Source: an optimization exercise on an open RTL-to-GDS flow (aim: small area). Production flows keep margins and buffers that such runs may drop. The RTL of this run was laid out without a check of its function. Power and IR drop assume default switching activity.

[flow/config.mk]
export PLATFORM = sky130hd
export DESIGN_NAME = chol_update_top
export DESIGN_NICKNAME = chol_update_top
export VERILOG_FILES = /design/flow/design.v
export SDC_FILE = /design/flow/constraint.sdc
export NUM_CORES = 4
export LEC_CHECK = 0
export CAP_MARGIN = 20
export CORE_MARGIN = 2
export CORE_UTILIZATION = 40
export SLEW_MARGIN = 20
[flow/constraint.sdc]
create_clock -name core_clock -period 12.0 [get_ports {clk}]
set_input_delay 2.4000 -clock core_clock [delete_from_list [all_inputs] [get_ports {clk}]]
set_output_delay 2.4000 -clock core_clock [all_outputs]
set_load 0.01 [all_outputs]
[flow/design.v]
`default_nettype none
package chol_types_pkg;
  typedef logic signed [16-1:0] sample_t;
  typedef logic signed [32-1:0] word_t;
  typedef logic signed [2*32-1:0] wide_t;
  typedef enum logic [1:0] {
    IDLE,     
    DOT,      
    DIVIDE,   
    ROOT      
  } solve_phase_t;
endpackage
`default_nettype wire
`default_nettype none
package chol_mem_pkg;
  typedef logic [$clog2(4)-1:0] em_idx_t;
  typedef logic [$clog2((4 * (4 + 1) / 2))-1:0] tri_addr_t;
  typedef enum logic [1:0] {
    SOLVER,
    GRAM,
    READOUT
  } req_id_t;
endpackage
`default_nettype wire
`timescale 1ns/1ps
`default_nettype none
module chol_update_top (
  input  logic                    clk,
  input  logic                    rst,
  input  logic                    start,
  input  chol_mem_pkg::em_idx_t   row_k,
  input  chol_types_pkg::sample_t u_sample,
  input  chol_types_pkg::sample_t vec_sample,
  input  logic                    sample_valid,
  input  logic                    rd_req,
  input  chol_mem_pkg::em_idx_t   rd_row,
  input  chol_mem_pkg::em_idx_t   rd_col,
  output logic                    band_req,
  output chol_mem_pkg::em_idx_t   band_col,
  output logic [$clog2(8)-1:0]      band_idx,
  output chol_types_pkg::word_t   rd_data,
  output logic                    rd_valid,
  output logic                    busy,
  output logic                    done
);
  localparam logic [3:0] ST_IDLE = 4'd0,
                         ST_REQ  = 4'd1,    
                         ST_WAIT = 4'd2,    
                         ST_MAC  = 4'd3,    
                         ST_LDA  = 4'd4,    
                         ST_MUL  = 4'd5,    
                         ST_LDD  = 4'd6,    
                         ST_NEG1 = 4'd7,    
                         ST_DIV  = 4'd8,
                         ST_NEG2 = 4'd9,    
                         ST_SQI  = 4'd10,   
                         ST_SQ   = 4'd11,
                         ST_WR   = 4'd12,   
                         ST_XF   = 4'd13;   
  logic [3:0]   st;
  logic [5:0]   cnt;
  logic [1:0]   k_r, j_r, m_r;
  logic [2:0]   b_r;
  logic [1:0]   hr, hc;
  logic         neg;
  logic [319:0] ring;
  logic [31:0]  acc;
  logic [32:0]  p;
  logic [31:0]  x;
  logic         c;
  logic         mb_r;   
  logic [1:0] hr_n, hc_n;
  logic [1:0] rsel, csel;
  logic       hit;
  assign hr_n = (hc == hr) ? hr + 2'd1 : hr;
  assign hc_n = (hc == hr) ? 2'd0 : hc + 2'd1;
  assign rsel = (st == ST_LDA || st == ST_LDD) ? j_r : k_r;
  assign csel = (st == ST_LDD || st == ST_WR) ? j_r : m_r;
  assign hit  = (hr == rsel) && (hc == csel);
  assign rd_data = ring[31:0];
  logic is_mac, is_mul, is_div, is_sq, is_dsq, is_mm;
  logic zp, mbit, en, sub, abit;
  logic [32:0] a_in, xs, b_in, sum;
  logic        qbit;
  logic f_mac, f_dsq;
  assign is_mac = f_mac;
  assign is_mul = (st == ST_MUL);
  assign is_div = (st == ST_DIV);
  assign is_sq  = (st == ST_SQ);
  assign is_dsq = f_dsq;
  assign is_mm  = is_mac || is_mul;
  assign zp   = (cnt == 6'd0);
  assign abit = acc[31] && (cnt < 6'd32);
  assign mbit = is_mac ? x[16] : mb_r;
  logic a_r, a_l;
  assign a_r = !is_dsq && !zp;   
  assign a_l =  is_dsq && !zp;   
  assign a_in = ({33{a_r}} & {p[32], p[32:1]}) | ({33{a_l}} & {p[31:0], 1'b0}) |
                {32'd0, is_dsq && abit};
  assign en   = is_dsq ? (is_div || cnt[0]) : (mbit && (cnt < (is_mac ? 6'd16 : 6'd32)));
  assign sub  = is_dsq ? (zp || !p[32]) : (cnt == (is_mac ? 6'd15 : 6'd31));
  assign xs   = ({33{is_mac}} & {{17{x[15]}}, x[15:0]}) | ({33{!is_mac}} & {x[31], x});
  assign b_in = ({33{en}} & (xs ^ {33{sub}})) | {31'd0, is_sq && en, 1'b0};
  logic [16:0] cy;
  assign cy[0] = en && sub;
  genvar gi;
  generate for (gi = 0; gi < 16; gi++) begin : g_rc
    assign sum[gi] = a_in[gi] ^ b_in[gi] ^ cy[gi];
    assign cy[gi+1] = (a_in[gi] & b_in[gi]) | (cy[gi] & (a_in[gi] ^ b_in[gi]));
  end endgenerate
  assign sum[32:16] = a_in[32:16] + b_in[32:16] + {16'd0, cy[16]};
  assign qbit = !sum[32] && !(is_sq && neg);
  logic sa, sy, scin, ss, scout;
  logic ser_first;
  always_comb begin
    sa = acc[0];
    sy = p[0];
    scin = c;
    ser_first = 1'b0;
    case (st)
      ST_MAC: begin
        ser_first = (cnt == 6'd1);
        if (b_r == 3'd0) sa = 1'b0;   
      end
      ST_MUL: begin
        ser_first = (cnt == 6'd17);
        sy = !p[0];
      end
      default: begin   
        ser_first = (cnt == 6'd0);
        sa = !acc[0];
        sy = 1'b0;
      end
    endcase
    if (ser_first) scin = (st != ST_MAC);
    ss    = sa ^ sy ^ scin;
    scout = (sa & sy) | (sa & scin) | (sy & scin);
  end
  logic mul_go;
  logic mul_ser;
  assign mul_go  = (cnt >= 6'd32) || hit;
  assign mul_ser = (cnt >= 6'd17);
  logic x_samp, x_ring, x_shl, x_q, x_en_hi, x_en_lo;
  assign x_samp  = (st == ST_WAIT) && sample_valid;
  assign x_ring  = (st == ST_LDA || st == ST_LDD) && hit;
  assign x_shl   = (st == ST_SQI) || (st == ST_XF) || (is_sq && cnt[0]);
  assign x_q     = is_sq && qbit;
  assign x_en_lo = x_samp || x_ring || x_shl;
  assign x_en_hi = x_en_lo || is_mac;
  logic ring_wr, ring_rot;
  assign ring_wr  = (st == ST_WR) && hit;
  assign ring_rot = is_mul && hit && (cnt < 6'd32);
  logic acc_ser, acc_shl;
  assign acc_ser = (is_mac && cnt != 6'd0) || (is_mul && mul_go && mul_ser) ||
                   st == ST_NEG1 || st == ST_NEG2;
  assign acc_shl = is_dsq || st == ST_XF;   
  always_ff @(posedge clk) begin
    ring <= {ring[31:0], ring[319:64],
             ({32{ring_wr}} & acc) | ({32{ring_rot}} & {ring[32], ring[63:33]}) |
             ({32{!ring_wr && !ring_rot}} & ring[63:32])};
    mb_r <= ring[64];
    if (acc_ser || acc_shl) acc <= ({32{acc_ser}} & {ss, acc[31:1]}) |
                                   ({32{acc_shl}} & {acc[30:0], is_div ? qbit : x[31]});
    if (acc_ser) c <= scout;
    if (is_mac || (is_mul && mul_go) || is_dsq) p <= sum;
    if (x_en_hi) x[31:16] <= ({16{x_samp}} & vec_sample) | ({16{x_ring}} & ring[63:48]) |
                             ({16{is_mac}} & {1'b0, x[31:17]}) | ({16{x_shl}} & x[30:15]);
    if (x_en_lo) x[15:0]  <= ({16{x_samp}} & u_sample) | ({16{x_ring}} & ring[47:32]) |
                             ({16{x_shl}} & {x[14:2], x_q, 2'b01});
    if ((st == ST_LDD && hit) || (st == ST_SQI && cnt == 6'd0)) neg <= acc[31];
  end
  assign band_req = (st == ST_REQ);
  assign band_col = j_r;
  assign band_idx = b_r;
  logic [3:0] st_n;
  logic       col_end;   
  always_comb begin
    col_end = 1'b0;
    st_n    = st;
    case (st)
      ST_IDLE: if (start && !busy) st_n = ST_REQ;
      ST_REQ:  st_n = ST_WAIT;
      ST_WAIT: if (sample_valid) st_n = ST_MAC;
      ST_MAC: if (cnt == 6'd32) begin
        if (b_r != 3'd7) st_n = ST_REQ;
        else if (j_r != 2'd0) st_n = ST_LDA;
        else col_end = 1'b1;
      end
      ST_LDA: if (hit) st_n = ST_MUL;
      ST_MUL: if (mul_go && cnt == 6'd48) begin
        if (m_r + 2'd1 != j_r) st_n = ST_LDA;
        else col_end = 1'b1;
      end
      ST_LDD:  if (hit) st_n = acc[31] ? ST_NEG1 : ST_DIV;
      ST_NEG1: if (cnt == 6'd31) st_n = ST_DIV;
      ST_DIV:  if (cnt == 6'd47) st_n = neg ? ST_NEG2 : ST_WR;
      ST_NEG2: if (cnt == 6'd31) st_n = ST_WR;
      ST_SQI:  if (cnt == 6'd29) st_n = ST_SQ;
      ST_SQ:   if (cnt == 6'd47) st_n = ST_XF;
      ST_XF:   if (cnt == 6'd29) st_n = ST_WR;
      ST_WR:   if (hit) st_n = (j_r == k_r) ? ST_IDLE : ST_REQ;
      default: st_n = ST_IDLE;
    endcase
    if (col_end) st_n = (j_r == k_r) ? ST_SQI : ST_LDD;
  end
  always_ff @(posedge clk) begin
    if (rst) begin
      st       <= ST_IDLE;
      f_mac    <= 1'b0;
      f_dsq    <= 1'b0;
      cnt      <= '0;
      k_r      <= '0;
      j_r      <= '0;
      m_r      <= '0;
      b_r      <= '0;
      hr       <= '0;
      hc       <= '0;
      busy     <= 1'b0;
      done     <= 1'b0;
      rd_valid <= 1'b0;
    end else begin
      st       <= st_n;
      f_mac    <= (st_n == ST_MAC);
      f_dsq    <= (st_n == ST_DIV) || (st_n == ST_SQ);
      hr       <= hr_n;
      hc       <= hc_n;
      rd_valid <= rd_req && !rd_valid &&
                  ((rd_row == hr && rd_col == hc) || (rd_row == hc && rd_col == hr));
      done     <= 1'b0;
      if (done) busy <= 1'b0;
      if (st_n != st) cnt <= '0;
      else if (!(is_mul && !mul_go)) cnt <= cnt + 6'd1;
      case (st)
        ST_IDLE: if (start && !busy) begin
          busy <= 1'b1;
          k_r  <= row_k;
          j_r  <= '0;
          b_r  <= '0;
        end
        ST_MAC: if (cnt == 6'd32) begin
          b_r <= b_r + 3'd1;
          m_r <= '0;
        end
        ST_MUL: if (mul_go && cnt == 6'd48) m_r <= m_r + 2'd1;
        ST_WR: if (hit && j_r != k_r) begin
          j_r <= j_r + 2'd1;
          b_r <= '0;
        end
        default: ;
      endcase
      if (st == ST_WR && hit && j_r == k_r) done <= 1'b1;
    end
  end
endmodule
`default_nettype wire
[flow/flow/run.sh]
#!/bin/bash
# Standard ORFS layout (unchanged synthesis, floorplan, placement, routing)
# with two changes: ports get the smallest buffer (buf_1) instead of the
# default clkdlybuf4s50_1, and the clock tree uses clkbuf_8 leaf buffers on
# smaller sink clusters without dummy loads.
set -o pipefail
export BUFFER_PORTS_ARGS="-buffer_cell sky130_fd_sc_hd__buf_1"
export CTS_ARGS="-sink_clustering_enable -repair_clock_nets -dont_use_dummy_load -buf_list sky130_fd_sc_hd__clkbuf_4 -root_buf sky130_fd_sc_hd__clkbuf_16 -sink_clustering_size 10 -sink_clustering_max_diameter 45"
bash standard.sh > standard.log 2>&1
[flow/standard.sh]
#!/bin/bash
# synth_recipe.tcl (not shown) runs the flow's synth.tcl, then flattens the netlist and writes it again
# the make line also repeats each setting of config.mk as NAME=value (left out here)
make -C /OpenROAD-flow-scripts/flow DESIGN_CONFIG=/design/flow/config.mk WORK_HOME=/design/flow/orfs CLKGATE_MAP_FILE= SYNTH_SCRIPT=/design/flow/synth_recipe.tcl "${@:-finish}"
==> results.json <==
{
  "status": "no timing/DRC/antenna violations",
  "tightestPinTransition_ns": 1.004,
  "pwr-share-clk_pct": 28.9,
  "synth-seq-area-share_pct": 63.93,
  "finalSetupTns_ns": 0,
  "drc": 0,
  "clock_skew_ns": 0.06042,
  "rows": 72,
  "fp.coreArea_mm2": 0.03847,
  "cp.buffers_inverters": 4,
  "firstDrtPassIters": 6,
  "clkLatencyLatePin_ns": 0.54,
  "combPwrFrac_pct": 8.3,
  "cts_buffer_depth": 3,
  "antenna_found_initial": 0,
  "cts.htree.levels": 2,
  "avgRoutedWirePerCell_um": 16.52,
  "hold_slack_ns": 0.2917,
  "utilization_pct": 43.34,
  "grt_overflow": 0,
  "synth_top_flop_cell": "dfxtp_1",
  "clk_pin_slew_ns": 0.10,
  "wl_mm": 30.97,
  "p_int_w": 0.001919,
  "diodes": 0,
  "slew_headroom_pct": 33.09,
  "drtIter0Drc": 714,
  "rsz0062_at_grt": "false",
  "leakage_nw": 6.396,
  "maxCapViolations": 0,
  "synthArstFlopShare_pct": 0,
  "cp_common_cell": "fa_1",
  "synth.ff_latch_count": 447,
  "slowest_delay_ns": 0.48,
  "synth_edf_count": 99,
  "grt_pass1_wl_mm": 48.80,
  "p_seq_share_pct": 62.8,
  "drt.antenna.violating_nets": 0,
  "cts_buffers": 57,
  "vias": 9312,
  "drive_above_1_share_pct": 7.590,
  "cp-start-kind": "flip-flop",
  "die_y_um": 201.2,
  "maxSlewViolCount": 0,
  "hold_violations": 0,
  "final.fill_count": 3650,
  "dp_hpwl_mm": 21.65,
  "multiInputGateArea_mm2": 0.004930,
  "fmax_mhz": 87.27,
  "worst_slack_ns": 0.5419,
  "final_cells": 1875,
  "synthesis.area_mm2": 0.01555,
  "port_buffers": 83,
  "syn_inst": 1298,
  "syn_avg_cell_area_um2": 11.98,
  "end_kind": "flip-flop",
  "clock-sinks": 447,
  "grtUsageTotal_pct": 15.37,
  "routed_via_density": 4.966,
  "first_global_vias": 8884,
  "dieArea_mm2": 0.04046,
  "postCtsSetupRepairBufs": 0,
  "slowest_stage": "fa_1",
  "register_area_mm2": 0.009941,
  "die_x_um": 201.2,
  "synth.top_cell.area_share_pct": 44.81,
  "cts_resized": 0,
  "syn_nets": 1385,
  "switching_power_w": 0.0006048,
  "min_period_over_period_pct": 95.48,
  "yosysTopAreaCell": "dfxtp_1",
  "hp-class": "flip-flop to flip-flop",
  "vdd_drop_max_uv": 104.2,
  "cts_hold_buf": 0,
  "crit_type": "flip-flop to flip-flop",
  "area_growth_pct": 7.235,
  "io_pins": 84,
  "gp_congestion": 0.8854,
  "cts_tree": "yes",
  "synth-warning-count": 1,
  "critical_path.top_delay_family": "adder cells",
  "synth_cell_types": 81,
  "powerDensity_mw_per_mm2": 151.4,
  "dp_worst_setup_slack_ns": 0.5102,
  "cts_root_buf": "clkbuf_16",
  "worstPathRequired_ns": 12.26,
  "ys_top_cells_by_area": "dfxtp_1, edfxtp_1, nand2_1",
  "final_nets": 1446,
  "worstPathMaxFanout": 6,
  "period_minus_slack_ns": 11.46,
  "dp_cells": 1818,
  "grt_max_degree": 36,
  "switching_share_pct": 23.96,
  "setup_viol": 0,
  "initial_core_util_pct": 40.42,
  "worstPathArrival_ns": 11.72
}
routing by layer:
| layer | track usage (%) | up-vias | part of all wire (%) | wire length (um) |
|---|---|---|---|---|
| li1 | - | 4607 | - | - |
| met1 | 21.49 | 4387 | 47 | 14670 |
| met2 | 23.07 | 258 | 44 | 13650 |
| met3 | 2.672 | 60 | 5.3 | 1652 |
| met4 | 7.540 | 0 | 3.2 | 991 |
| met5 | 0 | - | 0 | 0 |
state kept, by name, indices dropped and copies added, names as in the netlist:
name,count
hc,2
x,32
f_mac,1
hr,2
j_r,2
m_r,2
busy,1
done,1
k_r,2
acc,32
rd_valid,1
neg,1
b_r,3
cnt,6
c,1
ring,320
st,4
p,33
f_dsq,1
cells by family (layout without fill, tap and decap cells):
group,count (synthesis),count (layout),synth area share [%]
buf+inv,145,204,4.531
xor+xnor,68,68,3.968
fa+ha+maj,44,44,4.458
mux,38,38,2.487
compound gates,216,216,10.36
flops,447,447,63.93
simple gates,340,340,10.27
cells in the final DEF (no fill, tap or decap), drive strengths merged, types with 31 or more instances in the layout:
cell | synthesis | final
dfxtp | 348 | 348
nand2 | 126 | 126
nor2 | 114 | 114
buf | 51 | 106
edfxtp | 99 | 99
clkbuf | 53 | 57
a21oi | 45 | 45
inv | 40 | 40
xnor2 | 38 | 38
a22oi | 34 | 34
mux2i | 33 | 33
a22o | 31 | 31
worst reg2reg max path, delay by kind of cell, from the launching register on:
| kind | cells | cell delay (ns) |
|---|---|---|
| fa+ha+maj | 19 | 7.67 |
| xor+xnor | 2 | 0.33 |
| simple gates | 5 | 1.04 |
| flops | 1 | 0.33 |
| buf+inv | 4 | 0.35 |
| compound gates | 6 | 1.51 |
metrics by stage:
| step | instance area (um^2) | total power [W] |
|---|---|---|
| finish | 16670 | 0.002524 |
| global route | 16670 | 0.002652 |
| CTS | 16670 | 0.002565 |
| detailed placement | 16160 | 0.001830 |
| global placement | 16160 | 0.001826 |
| floorplan | 15550 | 0.001767 |
synthesized netlist by cell type (6+ instances only):
cell type,instances
dfxtp_1,348
nand2_1,126
nor2_1,114
edfxtp_1,99
clkbuf_1,53
a21oi_1,45
inv_1,40
xnor2_1,38
a22oi_1,34
buf_4,34
mux2i_1,33
a22o_1,31
a222oi_1,29
xor2_1,28
ha_1,25
o21ai_0,23
fa_1,19
nand2b_1,15
nand3_1,11
nor2b_1,10
buf_2,8
nor4_1,8
buf_1,6
nor3_1,6
or3_1,6
path summary, 6_finish.rpt:
path	from	endpoint	slack, ns	cells past startpoint
max	cnt[1]	x[2]	0.54	36
min reg2reg	ring[92]	ring[60]	0.29	0
min	ring[92]	ring[60]	0.29	0
max reg2reg	cnt[1]	x[2]	0.54	36
power groups by stage:
stage / combinational (W) / clock [W] / sequential (W)
global placement: 0.000207 / 0 / 0.00162
CTS: 0.000211 / 0.000769 / 0.00159
floorplan: 0.000158 / 0 / 0.00161
global route: 0.000235 / 0.000828 / 0.00159
finish: 0.000210 / 0.000729 / 0.00159
detailed placement: 0.000210 / 0 / 0.00162
final cells by class:
class	count	share of cell area, %
Sequential cell	447	59.62
Clock buffer	57	3.092
Inverter	41	0.9231
Tap cell	518	3.887
Multi-Input combinational cell	706	29.57
Timing Repair Buffer	106	2.904

port drivers added, routing unchanged:
How much do the figures lean on ideal ports? The routed layout below was timed once more, with nothing changed but the port constraints. Step 1: set_driving_cell puts a clkbuf_16 on clk and a buf_2 on each other input, an assumption about the parent block. Step 2 moves the port delays by t, midway between the first and last clock arrival at a register: inputs arrive t later, outputs are due t later. That takes back most of the time a late clock gives input paths. Slacks: ideal / step 1 / step 2; pairs: ideal / step 1.
shift t [ns]: 0.565
slack for setup (ns): 0.542 / 0.542 / 0.542
slew at the worst register clock pin (ns): 0.11 / 0.11
cell pins on the clock port's net: 1
After both steps this run still meets setup and hold. For this run, drivers alone change the setup slack by 0.000 ns; drivers and shift together by 0.000 ns.
